From an optimization exercise on the open Yosys and OpenROAD flow, aimed at small area; shortcuts taken in it are not production practice. The RTL was checked by simulation tests, not by an equivalence proof against the original design. The clock port is modelled as an ideal driver; clocking choices that lean on that would not hold on a real chip. Power and IR drop assume default switching activity.

## ebpf_data_mem
module ebpf_data_mem #(
    parameter int DEPTH_LOG2  = 5,
    parameter int BYTE_ADDR_W = 64
) (
    input  logic                   clk,
    input  logic                   rst,
    input  logic                   req_valid,
    output logic                   req_ready,
    input  logic                   req_write,
    input  logic                   req_xadd,
    input  logic [1:0]             req_size,
    input  logic [BYTE_ADDR_W-1:0] req_addr,
    input  logic [63:0]            req_wdata,
    output logic                   rsp_valid,
    output logic [63:0]            rsp_rdata,
    output logic                   rsp_err
);
Size: roughly 5,300 cells after synthesis.
make LEC_CHECK=0 CAP_MARGIN=10 CORE_MARGIN=2 CORE_UTILIZATION=50 SLEW_MARGIN=10 finish   # period 12.0 ns
run.sh (not shown) runs the stock make flow with config.mk's settings and CLKGATE_MAP_FILE= SYNTH_SCRIPT=/design/flow/synth_recipe.tcl, a recipe that flattens the netlist after the stock synthesis.
The starting point completed, yet does not pass: capacitance limit, slew limit.
Rerun with:
- CAP_MARGIN: 10 -> 40
- CORE_UTILIZATION: 50 -> 35
- SLEW_MARGIN: 10 -> 20
The new run finished with timing, DRC and antenna clean.
Critical path depth is unchanged.
Clock-buffer cell count goes down by 11.
Combinational power stays flat.
Fmax goes down by 3.9%.
Utilization goes down by 16 points.
Cell area goes up by about 3%.
Rerun with:
- CTS_BUF_LIST: default -> sky130_fd_sc_hd__clkbuf_4 sky130_fd_sc_hd__clkbuf_8
Cell count is higher by 2.5%.
Clock skew is higher by 71 ps.
Hold slack is better by 9.6 ps.
Cell area is about the same.
Clock-buffer cell count is higher by 245.
First-iteration DRC count is about the same.
Sequential share of layout area stays flat.
Non-clock buffer count is higher by 1.
Register-to-register slack is better by 60 ps.

---

Another version of the RTL of ebpf_data_mem (not shown whole).
Size: roughly 200 I/O pins, about 81,000 um^2 of cells after synthesis.
==> flow/config.mk <==
export PLATFORM = sky130hd
export DESIGN_NAME = ebpf_data_mem
export DESIGN_NICKNAME = ebpf_data_mem
export VERILOG_FILES = /design/flow/design.v
export SDC_FILE = /design/flow/constraint.sdc
export NUM_CORES = 4
export LEC_CHECK = 0
export CAP_MARGIN = 20
export CORE_MARGIN = 2
export CORE_UTILIZATION = 40
export PLACE_DENSITY = 0.5
export SLEW_MARGIN = 20
export SYNTH_HIERARCHICAL = 1
==> flow/constraint.sdc <==
create_clock -name core_clock -period 12.0 [get_ports {clk}]
set_input_delay 2.4000 -clock core_clock [delete_from_list [all_inputs] [get_ports {clk}]]
set_output_delay 2.4000 -clock core_clock [all_outputs]
set_load 0.01 [all_outputs]
standard.sh (not shown) runs the stock make flow with config.mk's settings and CLKGATE_MAP_FILE= SYNTH_SCRIPT=/design/flow/synth_recipe.tcl, a recipe that flattens the netlist after the stock synthesis.
==> flow/flow/run.sh <==
#!/bin/bash
# Standard layout with these changes:
#  - port buffers use the smallest buffer cell;
#  - clock tree synthesis clusters at most 16 sinks within 60 um per leaf
#    buffer, without dummy loads;
#  - after CTS, clock buffers are downsized where the clock-pin slew stays
#    low (flow/clkdown.tcl).
set -euo pipefail
ARGS=(
  BUFFER_PORTS_ARGS="-buffer_cell sky130_fd_sc_hd__buf_1"
  CTS_ARGS="-sink_clustering_enable -repair_clock_nets -dont_use_dummy_load -sink_clustering_size 16 -sink_clustering_max_diameter 60"
)
bash standard.sh "${ARGS[@]}" cts > standard_cts.log 2>&1
R=orfs/results/sky130hd/ebpf_data_mem/base
IN=$R/4_cts.odb OUT=$R/4_cts.odb SDC=$R/4_cts.sdc LIM=0.105 STEPS="16 8 8 4 4 2" \
  openroad -no_init -exit flow/clkdown.tcl > clkdown.log 2>&1
bash standard.sh "${ARGS[@]}" finish > standard_finish.log 2>&1
==> flow/flow/clkdown.tcl <==
# Downsize clock tree buffers (clkbuf_16 -> 8 -> 4) one at a time, keeping
# each change only while the worst flip-flop clock-pin slew, estimated from
# placement, stays under LIM (ns).
set plat $::env(FLOW_HOME)/platforms/sky130hd
read_db $::env(IN)
read_liberty $plat/lib/sky130_fd_sc_hd__tt_025C_1v80.lib
read_sdc $::env(SDC)
source $plat/setRC.tcl
estimate_parasitics -placement
set_propagated_clock [all_clocks]
estimate_parasitics -placement
set lim $::env(LIM)
proc maxslew {} {
  set mx 0
  foreach p [all_registers -clock_pins -edge_triggered] {
    foreach e {rise fall} { set s [get_property $p slew_max_$e]; if {$s > $mx} {set mx $s} }
  }
  return $mx
}
puts "start max [maxslew]"
set n 0
set steps {16 8 8 4}
if {[info exists ::env(STEPS)]} { set steps $::env(STEPS) }
foreach {from to} $steps {
  foreach inst [get_cells -filter "ref_name == sky130_fd_sc_hd__clkbuf_$from"] {
    replace_cell $inst sky130_fd_sc_hd__clkbuf_$to
    estimate_parasitics -placement
    if {[maxslew] > $lim} {
      replace_cell $inst sky130_fd_sc_hd__clkbuf_$from
      estimate_parasitics -placement
    } else { incr n }
  }
}
puts "downsized $n final max [maxslew]"
write_db $::env(OUT)
The starting point finished clean.
Then changed:
--- a/flow/config.mk
+++ b/flow/config.mk
@@ -9,5 +9,5 @@
 export CORE_MARGIN = 2
 export CORE_UTILIZATION = 40
-export PLACE_DENSITY = 0.5
+export PLACE_DENSITY = 0.75
 export SLEW_MARGIN = 20
 export SYNTH_HIERARCHICAL = 1
What happened: Synthesized area is unchanged. Total power fell by 1.3%. Routed wire length fell by 5.5%. Setup slack got worse by 0.71 ns. Sequential share of layout area rose by 0.31 points. Non-clock buffer count fell by 2. Utilization fell by 0.19 points. Final area fell by 0.43%. Cell count stays flat. Hold slack improved by 0.14 ns.
Then changed:
==> flow/flow/run.sh (replaced) <==
#!/bin/bash
# Standard layout with these changes:
#  - port buffers use the smallest buffer cell;
#  - clock tree synthesis clusters at most 20 sinks within 80 um per leaf
#    buffer, without dummy loads;
#  - after CTS, clock buffers are downsized where the clock-pin slew stays
#    low (flow/clkdown.tcl).
set -euo pipefail
ARGS=(
  BUFFER_PORTS_ARGS="-buffer_cell sky130_fd_sc_hd__buf_1"
  CTS_ARGS="-sink_clustering_enable -repair_clock_nets -dont_use_dummy_load -sink_clustering_size 20 -sink_clustering_max_diameter 80"
)
bash standard.sh "${ARGS[@]}" cts > standard_cts.log 2>&1
R=orfs/results/sky130hd/ebpf_data_mem/base
IN=$R/4_cts.odb OUT=$R/4_cts.odb SDC=$R/4_cts.sdc LIM=0.105 \
  openroad -no_init -exit flow/clkdown.tcl > clkdown.log 2>&1
bash standard.sh "${ARGS[@]}" finish > standard_finish.log 2>&1
--- a/flow/flow/clkdown.tcl
+++ b/flow/flow/clkdown.tcl
@@ -20,7 +20,5 @@
 puts "start max [maxslew]"
 set n 0
-set steps {16 8 8 4}
-if {[info exists ::env(STEPS)]} { set steps $::env(STEPS) }
-foreach {from to} $steps {
+foreach {from to} {16 8 8 4} {
   foreach inst [get_cells -filter "ref_name == sky130_fd_sc_hd__clkbuf_$from"] {
     replace_cell $inst sky130_fd_sc_hd__clkbuf_$to
--- a/flow/config.mk
+++ b/flow/config.mk
@@ -9,5 +9,4 @@
 export CORE_MARGIN = 2
 export CORE_UTILIZATION = 40
-export PLACE_DENSITY = 0.75
 export SLEW_MARGIN = 20
 export SYNTH_HIERARCHICAL = 1
=> Sequential power barely changes; sequential share of layout area came out lower by 0.70 points; first-iteration DRC count came out lower by about 20%; register-to-register slack improved by 0.47 ns; total power came out higher by 4.7%; final cell count hardly moves; via count came out lower by 4.2%.

---

== oak ==
Starting RTL as in the previous note.
Design ebpf_data_mem, start of the top module:
module ebpf_data_mem #(
    parameter int DEPTH_LOG2  = 5,
    parameter int BYTE_ADDR_W = 64
) (
    input  logic                   clk,
    input  logic                   rst,
    input  logic                   req_valid,
    output logic                   req_ready,
    input  logic                   req_write,
    input  logic                   req_xadd,
    input  logic [1:0]             req_size,
    input  logic [BYTE_ADDR_W-1:0] req_addr,
    input  logic [63:0]            req_wdata,
    output logic                   rsp_valid,
    output logic [63:0]            rsp_rdata,
    output logic                   rsp_err
);
==> flow/config.mk <==
export PLATFORM = sky130hd
export DESIGN_NAME = ebpf_data_mem
export DESIGN_NICKNAME = ebpf_data_mem
export VERILOG_FILES = /design/flow/design.v
export SDC_FILE = /design/flow/constraint.sdc
export NUM_CORES = 4
export LEC_CHECK = 0
export CAP_MARGIN = 20
export CORE_MARGIN = 2
export CORE_UTILIZATION = 40
export GPL_TIMING_DRIVEN = 0
export SLEW_MARGIN = 20
export SYNTH_HIERARCHICAL = 1
==> flow/constraint.sdc <==
create_clock -name core_clock -period 12.0 [get_ports {clk}]
set_input_delay 2.4000 -clock core_clock [delete_from_list [all_inputs] [get_ports {clk}]]
set_output_delay 2.4000 -clock core_clock [all_outputs]
set_load 0.01 [all_outputs]
==> flow/flow/run.sh <==
#!/bin/bash
# Standard layout with these changes:
#  - port buffers use the smallest buffer cell;
#  - clock tree synthesis clusters at most 16 sinks within 60 um per leaf
#    buffer, without dummy loads;
#  - after CTS, clock buffers are downsized where the clock-pin slew stays
#    low (flow/clkdown.tcl).
set -euo pipefail
ARGS=(
  BUFFER_PORTS_ARGS="-buffer_cell sky130_fd_sc_hd__buf_1"
  CTS_ARGS="-sink_clustering_enable -repair_clock_nets -dont_use_dummy_load -sink_clustering_size 16 -sink_clustering_max_diameter 60"
)
bash standard.sh "${ARGS[@]}" cts > standard_cts.log 2>&1
R=orfs/results/sky130hd/ebpf_data_mem/base
IN=$R/4_cts.odb OUT=$R/4_cts.odb SDC=$R/4_cts.sdc LIM=0.105 STEPS="16 8 8 4 4 2" \
  openroad -no_init -exit flow/clkdown.tcl > clkdown.log 2>&1
bash standard.sh "${ARGS[@]}" finish > standard_finish.log 2>&1
==> flow/flow/clkdown.tcl <==
# Downsize clock tree buffers (clkbuf_16 -> 8 -> 4) one at a time, keeping
# each change only while the worst flip-flop clock-pin slew, estimated from
# placement, stays under LIM (ns).
set plat $::env(FLOW_HOME)/platforms/sky130hd
read_db $::env(IN)
read_liberty $plat/lib/sky130_fd_sc_hd__tt_025C_1v80.lib
read_sdc $::env(SDC)
source $plat/setRC.tcl
estimate_parasitics -placement
set_propagated_clock [all_clocks]
estimate_parasitics -placement
set lim $::env(LIM)
proc maxslew {} {
  set mx 0
  foreach p [all_registers -clock_pins -edge_triggered] {
    foreach e {rise fall} { set s [get_property $p slew_max_$e]; if {$s > $mx} {set mx $s} }
  }
  return $mx
}
puts "start max [maxslew]"
set n 0
set steps {16 8 8 4}
if {[info exists ::env(STEPS)]} { set steps $::env(STEPS) }
foreach {from to} $steps {
  foreach inst [get_cells -filter "ref_name == sky130_fd_sc_hd__clkbuf_$from"] {
    replace_cell $inst sky130_fd_sc_hd__clkbuf_$to
    estimate_parasitics -placement
    if {[maxslew] > $lim} {
      replace_cell $inst sky130_fd_sc_hd__clkbuf_$from
      estimate_parasitics -placement
    } else { incr n }
  }
}
puts "downsized $n final max [maxslew]"
write_db $::env(OUT)
Input-level comparison between pine and oak:
Settings: removing GPL_TIMING_DRIVEN (formerly 0); changing CORE_UTILIZATION from 40 to 55.
-- flow/flow/run.sh --
<<< oak, line 4
#  - clock tree synthesis clusters at most 16 sinks within 60 um per leaf
>>> pine, line 4
#  - clock tree synthesis clusters at most 20 sinks within 80 um per leaf
<<< oak, line 11
  CTS_ARGS="-sink_clustering_enable -repair_clock_nets -dont_use_dummy_load -sink_clustering_size 16 -sink_clustering_max_diameter 60"
>>> pine, line 11
  CTS_ARGS="-sink_clustering_enable -repair_clock_nets -dont_use_dummy_load -sink_clustering_size 20 -sink_clustering_max_diameter 80"
<<< oak, line 15
IN=$R/4_cts.odb OUT=$R/4_cts.odb SDC=$R/4_cts.sdc LIM=0.105 STEPS="16 8 8 4 4 2" \
>>> pine, line 15
IN=$R/4_cts.odb OUT=$R/4_cts.odb SDC=$R/4_cts.sdc LIM=0.105 \
-- flow/flow/clkdown.tcl --
<<< oak, line 22
set steps {16 8 8 4}
if {[info exists ::env(STEPS)]} { set steps $::env(STEPS) }
foreach {from to} $steps {
>>> pine, line 22
foreach {from to} {16 8 8 4} {
Delta(area growth from synthesis to layout, pine - oak) < 0. Changes observed in pine relative to oak: net switching power went up by 0.000053 W; routed wirelength normalized by instance count picked up an extra 15%; core utilization moved up; non-clock buffer count fell 32%. Measured against each other, oak and pine differ in power after layout, the higher figure coming from pine.
Edits applied to the flow inputs when going from pine to birch:
Settings: CORE_UTILIZATION now 40, was 55.
-- flow/flow/run.sh --
<<< pine, line 7
#    low (flow/clkdown.tcl).
>>> birch, line 7
#    low (flow/clkdown.tcl);
#  - then gates off the critical paths are downsized and any slew or
#    capacitance violation repaired (flow/recover.tcl).
<<< pine, line 17
>>> birch, line 19
IN=$R/4_cts.odb OUT=$R/4_cts.odb SDC=$R/4_cts.sdc \
  openroad -no_init -exit flow/recover.tcl > recover.log 2>&1
==> flow/flow/recover.tcl (new file) <==
# Area recovery after CTS: downsize gates off the critical paths, then
# repair any slew or capacitance violation this leaves.
set plat $::env(FLOW_HOME)/platforms/sky130hd
read_db $::env(IN)
read_liberty $plat/lib/sky130_fd_sc_hd__tt_025C_1v80.lib
read_sdc $::env(SDC)
source $plat/setRC.tcl
set_propagated_clock [all_clocks]
estimate_parasitics -placement
puts "area before [rsz::design_area]"
repair_timing -recover_power 100 -match_cell_footprint
estimate_parasitics -placement
repair_design -cap_margin 20 -slew_margin 20 -match_cell_footprint
estimate_parasitics -placement
detailed_placement
check_placement
estimate_parasitics -placement
puts "area after [rsz::design_area]"
report_check_types -max_slew -max_capacitance -violators
report_worst_slack -max
report_worst_slack -min
write_db $::env(OUT)
==> notes.md <==
Between pine and birch, total routing resource utilization after global routing decreased.
Re final clock period utilization by the worst path: birch is 0.57 points up on pine.
birch vs. pine: sequential cell count stayed essentially flat; power consumption stayed essentially flat.
birch — maximum frequency about 0.7% lower, pine as reference
Timing endpoint of the critical path: mem_q[8][59] -> birch, mem_q[27][63] -> pine
Compare pine and birch | shortest period the worst path allows lower: pine

---

red:
The RTL this note starts from:
==> flow/design.v <==
module ebpf_data_mem #(
    parameter int DEPTH_LOG2  = 5,
    parameter int BYTE_ADDR_W = 64
) (
    input  logic                   clk,
    input  logic                   rst,
    input  logic                   req_valid,
    output logic                   req_ready,
    input  logic                   req_write,
    input  logic                   req_xadd,
    input  logic [1:0]             req_size,
    input  logic [BYTE_ADDR_W-1:0] req_addr,
    input  logic [63:0]            req_wdata,
    output logic                   rsp_valid,
    output logic [63:0]            rsp_rdata,
    output logic                   rsp_err
);
    localparam int DEPTH = 1 << DEPTH_LOG2;
    localparam int TOP   = DEPTH_LOG2 + 3;
    logic [63:0] mem_q [DEPTH];
    logic [DEPTH_LOG2-1:0] idx;
    logic [2:0]            lane;
    logic                  misaligned;
    logic                  out_of_range;
    logic                  req_err;
    logic                  accept;
    logic                  go_xadd;
    logic                  xc;           
    assign idx  = req_addr[DEPTH_LOG2+2:3];
    assign lane = req_addr[2:0];
    always_comb begin
        case (req_size)
            2'd0:    misaligned = 1'b0;
            2'd1:    misaligned = lane[0];
            2'd2:    misaligned = |lane[1:0];
            default: misaligned = |lane;
        endcase
    end
    assign out_of_range = |req_addr[BYTE_ADDR_W-1:TOP];
    assign req_err   = misaligned | out_of_range | (req_xadd & ~req_size[1]);
    assign req_ready = ~xc & ~rst;
    assign accept    = req_valid & req_ready;
    assign go_xadd   = accept & req_xadd & ~req_err;
    logic [63:0] wd_al;
    always_comb begin
        for (int j = 0; j < 8; j++) begin
            case (req_size)
                2'd0:    wd_al[8*j +: 8] = req_wdata[8*(j & 0) +: 8];
                2'd1:    wd_al[8*j +: 8] = req_wdata[8*(j & 1) +: 8];
                2'd2:    wd_al[8*j +: 8] = req_wdata[8*(j & 3) +: 8];
                default: wd_al[8*j +: 8] = req_wdata[8*(j & 7) +: 8];
            endcase
        end
    end
    logic [DEPTH_LOG2-1:0] x_idx;
    logic                  x_hi;         
    logic                  x_dw;         
    logic [63:0]           x_add;
    always_ff @(posedge clk) begin
        x_idx <= idx;
        x_hi  <= lane[2];
        x_dw  <= req_size[0];
        x_add <= wd_al;
    end
    always_ff @(posedge clk) begin
        if (rst) xc <= 1'b0;
        else     xc <= go_xadd;
    end
    logic [DEPTH_LOG2-1:0] a_idx;
    logic [2:0]            a_lane;
    logic [1:0]            a_size;
    logic                  rd_en;
    logic                  wr_en;
    assign a_idx  = xc ? x_idx : idx;
    assign a_lane = xc ? {x_hi, 2'b00} : lane;
    assign a_size = xc ? {1'b1, x_dw} : req_size;
    assign rd_en = (xc & ~rst) | (accept & ~req_write & ~req_xadd & ~req_err);
    assign wr_en = (xc & ~rst) | (accept &  req_write & ~req_xadd & ~req_err);
    logic [7:0] be;
    always_comb begin
        for (int j = 0; j < 8; j++) begin
            case (a_size)
                2'd0:    be[j] = (a_lane == 3'(j));
                2'd1:    be[j] = (a_lane[2:1] == 2'(j >> 1));
                2'd2:    be[j] = (a_lane[2] == 1'(j >> 2));
                default: be[j] = 1'b1;
            endcase
        end
    end
    logic [3:0]       pre_lo_r;
    logic [3:0]       pre_lo_w;
    logic [7:0]       pre_hi;
    logic [DEPTH-1:0] rsel;      
    logic [DEPTH-1:0] wsel_n;    
    always_comb begin
        for (int i = 0; i < 4; i++) begin
            pre_lo_r[i] = (a_idx[1:0] == 2'(i)) & rd_en;
            pre_lo_w[i] = (a_idx[1:0] == 2'(i)) & wr_en;
        end
        for (int i = 0; i < 8; i++) pre_hi[i] = (a_idx[4:2] == 3'(i));
        for (int w = 0; w < DEPTH; w++) begin
            rsel[w]   =   pre_lo_r[w % 4] & pre_hi[w / 4];
            wsel_n[w] = ~(pre_lo_w[w % 4] & pre_hi[w / 4]);
        end
    end
    localparam int NG = (DEPTH + 2) / 3;
    logic [63:0] grp_n [NG];
    for (genvar g = 0; g < NG; g++) begin : g_rd
        for (genvar i = 0; i < 64; i++) begin : g_bit
            if (3*g + 2 < DEPTH) begin : g3
                ebpf_dmem_aoi222 u_aoi (
                    .a0(mem_q[3*g][i]),   .s0(rsel[3*g]),
                    .a1(mem_q[3*g+1][i]), .s1(rsel[3*g+1]),
                    .a2(mem_q[3*g+2][i]), .s2(rsel[3*g+2]),
                    .y_n(grp_n[g][i])
                );
            end else begin : g2
                ebpf_dmem_aoi22 u_aoi (
                    .a0(mem_q[3*g][i]),   .s0(rsel[3*g]),
                    .a1(mem_q[3*g+1][i]), .s1(rsel[3*g+1]),
                    .y_n(grp_n[g][i])
                );
            end
        end
    end
    logic [63:0] port;
    always_comb begin
        port = 64'h0;
        for (int g = 0; g < NG; g++) port = port | ~grp_n[g];
    end
    logic [32:0] sum_lo;
    logic [31:0] sum_hi;
    assign sum_lo = {1'b0, port[31:0]} + {1'b0, x_add[31:0]};
    assign sum_hi = port[63:32] + x_add[63:32] + {31'b0, sum_lo[32] & x_dw};
    logic [63:0] col;
    assign col = xc ? {sum_hi, sum_lo[31:0]} : wd_al;
    logic [7:0] be_n;
    assign be_n = ~be;
    logic [7:0] we [DEPTH];
    for (genvar w = 0; w < DEPTH; w++) begin : g_we
        for (genvar b = 0; b < 8; b++) begin : g_b
            ebpf_dmem_nor2 u_we (.a(wsel_n[w]), .b(be_n[b]), .y(we[w][b]));
        end
    end
    always_ff @(posedge clk) begin
        for (int w = 0; w < DEPTH; w++)
            for (int b = 0; b < 8; b++)
                if (we[w][b]) mem_q[w][8*b +: 8] <= col[8*b +: 8];
    end
    logic [7:0]  rd_b0;
    logic [7:0]  rd_b1;
    logic [63:0] rd_al;
    always_comb begin
        rd_b0 = 8'h0;
        for (int l = 0; l < 8; l++)
            rd_b0 = rd_b0 | (port[8*l +: 8] & {8{a_lane == 3'(l)}});
    end
    always_comb begin
        rd_b1 = 8'h0;
        for (int l = 0; l < 4; l++)
            rd_b1 = rd_b1 | (port[16*l + 8 +: 8] & {8{a_lane[2:1] == 2'(l)}});
    end
    assign rd_al[7:0]   = rd_b0;
    assign rd_al[15:8]  = rd_b1 & {8{a_size != 2'd0}};
    assign rd_al[31:16] = ((port[31:16] & {16{~a_lane[2]}}) | (port[63:48] & {16{a_lane[2]}}))
                          & {16{a_size[1]}};
    assign rd_al[63:32] = port[63:32] & {32{a_size == 2'd3}};
    logic resp;
    assign resp = (accept & ~go_xadd) | (xc & ~rst);
    always_ff @(posedge clk) begin
        rsp_valid <= resp;
        if (rst | resp) begin
            rsp_rdata <= rd_al;
            rsp_err   <= accept & req_err;
        end
    end
endmodule
module ebpf_dmem_aoi222 (
    input  logic a0, s0, a1, s1, a2, s2,
    output logic y_n
);
    assign y_n = ~((a0 & s0) | (a1 & s1) | (a2 & s2));
endmodule
module ebpf_dmem_aoi22 (
    input  logic a0, s0, a1, s1,
    output logic y_n
);
    assign y_n = ~((a0 & s0) | (a1 & s1));
endmodule
module ebpf_dmem_nor2 (
    input  logic a, b,
    output logic y
);
    assign y = ~(a | b);
endmodule
export LEC_CHECK = 0
export CAP_MARGIN = 20
export CORE_MARGIN = 2
export CORE_UTILIZATION = 40
export SLEW_MARGIN = 20
export SYNTH_HIERARCHICAL = 1
create_clock -name core_clock -period 12.0 [get_ports {clk}]
==> flow/flow/run.sh <==
#!/bin/bash
# Standard layout with these changes:
#  - port buffers use the smallest buffer cell;
#  - clock tree synthesis clusters at most 20 sinks within 80 um per leaf
#    buffer, without dummy loads;
#  - after CTS, clock buffers are downsized where the clock-pin slew stays
#    low (flow/clkdown.tcl).
set -euo pipefail
ARGS=(
  BUFFER_PORTS_ARGS="-buffer_cell sky130_fd_sc_hd__buf_1"
  CTS_ARGS="-sink_clustering_enable -repair_clock_nets -dont_use_dummy_load -sink_clustering_size 20 -sink_clustering_max_diameter 80"
)
bash standard.sh "${ARGS[@]}" cts > standard_cts.log 2>&1
R=orfs/results/sky130hd/ebpf_data_mem/base
IN=$R/4_cts.odb OUT=$R/4_cts.odb SDC=$R/4_cts.sdc LIM=0.105 \
  openroad -no_init -exit flow/clkdown.tcl > clkdown.log 2>&1
bash standard.sh "${ARGS[@]}" finish > standard_finish.log 2>&1
==> flow/flow/clkdown.tcl <==
# Downsize clock tree buffers (clkbuf_16 -> 8 -> 4) one at a time, keeping
# each change only while the worst flip-flop clock-pin slew, estimated from
# placement, stays under LIM (ns).
set plat $::env(FLOW_HOME)/platforms/sky130hd
read_db $::env(IN)
read_liberty $plat/lib/sky130_fd_sc_hd__tt_025C_1v80.lib
read_sdc $::env(SDC)
source $plat/setRC.tcl
estimate_parasitics -placement
set_propagated_clock [all_clocks]
estimate_parasitics -placement
set lim $::env(LIM)
proc maxslew {} {
  set mx 0
  foreach p [all_registers -clock_pins -edge_triggered] {
    foreach e {rise fall} { set s [get_property $p slew_max_$e]; if {$s > $mx} {set mx $s} }
  }
  return $mx
}
puts "start max [maxslew]"
set n 0
foreach {from to} {16 8 8 4} {
  foreach inst [get_cells -filter "ref_name == sky130_fd_sc_hd__clkbuf_$from"] {
    replace_cell $inst sky130_fd_sc_hd__clkbuf_$to
    estimate_parasitics -placement
    if {[maxslew] > $lim} {
      replace_cell $inst sky130_fd_sc_hd__clkbuf_$from
      estimate_parasitics -placement
    } else { incr n }
  }
}
puts "downsized $n final max [maxslew]"
write_db $::env(OUT)
red: done, clean on timing, DRC and antenna
The inputs of blue differ from those of red as listed below.
==> flow/run.sh (new file) <==
#!/bin/bash
# synth_recipe.tcl (not shown) runs the flow's synth.tcl, then flattens the netlist and writes it again
# the make line also repeats each setting of config.mk as NAME=value (left out here)
make -C /OpenROAD-flow-scripts/flow DESIGN_CONFIG=/design/flow/config.mk WORK_HOME=/design/flow/orfs CLKGATE_MAP_FILE= SYNTH_SCRIPT=/design/flow/synth_recipe.tcl finish
diff --git a/flow/config.mk b/flow/config.mk
--- a/flow/config.mk
+++ b/flow/config.mk
@@ -10,2 +10,4 @@
 export CORE_UTILIZATION = 40
+export CTS_CLUSTER_DIAMETER = 80
+export CTS_CLUSTER_SIZE = 20
 export SLEW_MARGIN = 20
removed: flow/flow/run.sh
removed: flow/flow/clkdown.tcl
removed: flow/standard.sh
## What came out
In summary, blue completed successfully, with a layout that passed the timing, design-rule and antenna checks. Compared with red, blue shows a higher core utilization. For the final-layout worst hold slack, blue came in 68 ps higher than red did. In the metrics for red and blue, the one carrying the lower count of clock-buffer cells in the layout is red. Routed metal-1 wire length (blue vs. red) decreases slightly.
The following lists how green was set up differently from blue:
==> flow/flow/run.sh (new file) <==
#!/bin/bash
# Standard layout with these changes:
#  - port buffers use the smallest buffer cell;
#  - clock tree synthesis clusters at most 20 sinks within 80 um per leaf
#    buffer, without dummy loads;
#  - after CTS, clock buffers are downsized where the clock-pin slew stays
#    low (flow/clkdown.tcl);
#  - power recovery (gate downsizing off the critical paths) after global
#    routing.
set -euo pipefail
ARGS=(
  BUFFER_PORTS_ARGS="-buffer_cell sky130_fd_sc_hd__buf_1"
  CTS_ARGS="-sink_clustering_enable -repair_clock_nets -dont_use_dummy_load -sink_clustering_size 20 -sink_clustering_max_diameter 80"
  RECOVER_POWER=100
)
bash standard.sh "${ARGS[@]}" cts > standard_cts.log 2>&1
R=orfs/results/sky130hd/ebpf_data_mem/base
IN=$R/4_cts.odb OUT=$R/4_cts.odb SDC=$R/4_cts.sdc LIM=0.094 \
  openroad -no_init -exit flow/clkdown.tcl > clkdown.log 2>&1
bash standard.sh "${ARGS[@]}" finish > standard_finish.log 2>&1
==> flow/flow/clkdown.tcl (new file) <==
# Downsize clock tree buffers (clkbuf_16 -> 8 -> 4) one at a time, keeping
# each change only while the worst flip-flop clock-pin slew, estimated from
# placement, stays under LIM (ns).
set plat $::env(FLOW_HOME)/platforms/sky130hd
read_db $::env(IN)
read_liberty $plat/lib/sky130_fd_sc_hd__tt_025C_1v80.lib
read_sdc $::env(SDC)
source $plat/setRC.tcl
estimate_parasitics -placement
set_propagated_clock [all_clocks]
estimate_parasitics -placement
set lim $::env(LIM)
proc maxslew {} {
  set mx 0
  foreach p [all_registers -clock_pins -edge_triggered] {
    foreach e {rise fall} { set s [get_property $p slew_max_$e]; if {$s > $mx} {set mx $s} }
  }
  return $mx
}
puts "start max [maxslew]"
set n 0
foreach {from to} {16 8 8 4} {
  foreach inst [get_cells -filter "ref_name == sky130_fd_sc_hd__clkbuf_$from"] {
    replace_cell $inst sky130_fd_sc_hd__clkbuf_$to
    estimate_parasitics -placement
    if {[maxslew] > $lim} {
      replace_cell $inst sky130_fd_sc_hd__clkbuf_$from
      estimate_parasitics -placement
    } else { incr n }
  }
}
puts "downsized $n final max [maxslew]"
write_db $::env(OUT)
==> flow/standard.sh (new file) <==
#!/bin/bash
# synth_recipe.tcl (not shown) runs the flow's synth.tcl, then flattens the netlist and writes it again
# the make line also repeats each setting of config.mk as NAME=value (left out here)
make -C /OpenROAD-flow-scripts/flow DESIGN_CONFIG=/design/flow/config.mk WORK_HOME=/design/flow/orfs CLKGATE_MAP_FILE= SYNTH_SCRIPT=/design/flow/synth_recipe.tcl "${@:-finish}"
diff --git a/flow/config.mk b/flow/config.mk
--- a/flow/config.mk
+++ b/flow/config.mk
@@ -10,4 +10,2 @@
 export CORE_UTILIZATION = 40
-export CTS_CLUSTER_DIAMETER = 80
-export CTS_CLUSTER_SIZE = 20
 export SLEW_MARGIN = 20
removed: flow/run.sh
Results
Status green: flow complete, layout not clean - capacitance limit, slew limit
Data arrival time of the worst path for green: 650 ps up relative to blue
Between green and blue, first-pass GRT wire length is higher for blue, green comes in under that.
For clock-pin slew on the worst setup and hold paths, blue and green come out practically identical.

[what the ideal ports hide]
The results above use ideal ports. As a check the final layouts listed here were re-extracted and re-timed, cells and wires unchanged. Step 1 sets driving cells, clkbuf_16 on the clock port and buf_2 on the other inputs (assumed; they add their load-dependent delay and slew). Step 2 moves the port delays by t, midway between the first and last clock arrival at a register: inputs arrive t later, outputs are due t later. That takes back most of the time a late clock gives input paths. a / b / c = no drivers / after step 1 / after step 2; a / b = the first two.
run	t, ns	setup WS [ns]	worst setup path at the end	worst data-port slew with drivers (ns)
the first run of note 1	0.968	0.915 / 0.965 / -0.003	input to register	0.07
the second run of note 1	0.972	0.468 / 0.500 / -0.471	input to register	0.12
the third run of note 1	1.140	0.744 / 0.765 / -0.375	input to register	0.12
the first run of note 2	1.781	3.264 / 3.225 / 1.444	input to register	0.24
the second run of note 2	1.825	2.558 / 2.613 / 0.788	input to register	0.22
the third run of note 2	1.421	2.563 / 2.600 / 1.180	input to register	0.17
oak	1.807	1.792 / 1.745 / -0.062	input to register	0.21
pine	1.370	2.143 / 2.196 / 0.826	input to register	0.17
birch	1.354	2.075 / 2.111 / 0.757	input to register	0.18
red	1.364	1.586 / 1.634 / 0.270	input to register	0.15
blue	0.899	0.922 / 0.977 / 0.078	input to register	0.17
green	1.355	0.746 / 0.797 / -0.557	input to register	0.16
For oak, which loses most, drivers alone change the setup slack by -0.047 ns; drivers and shift together by -1.854 ns.
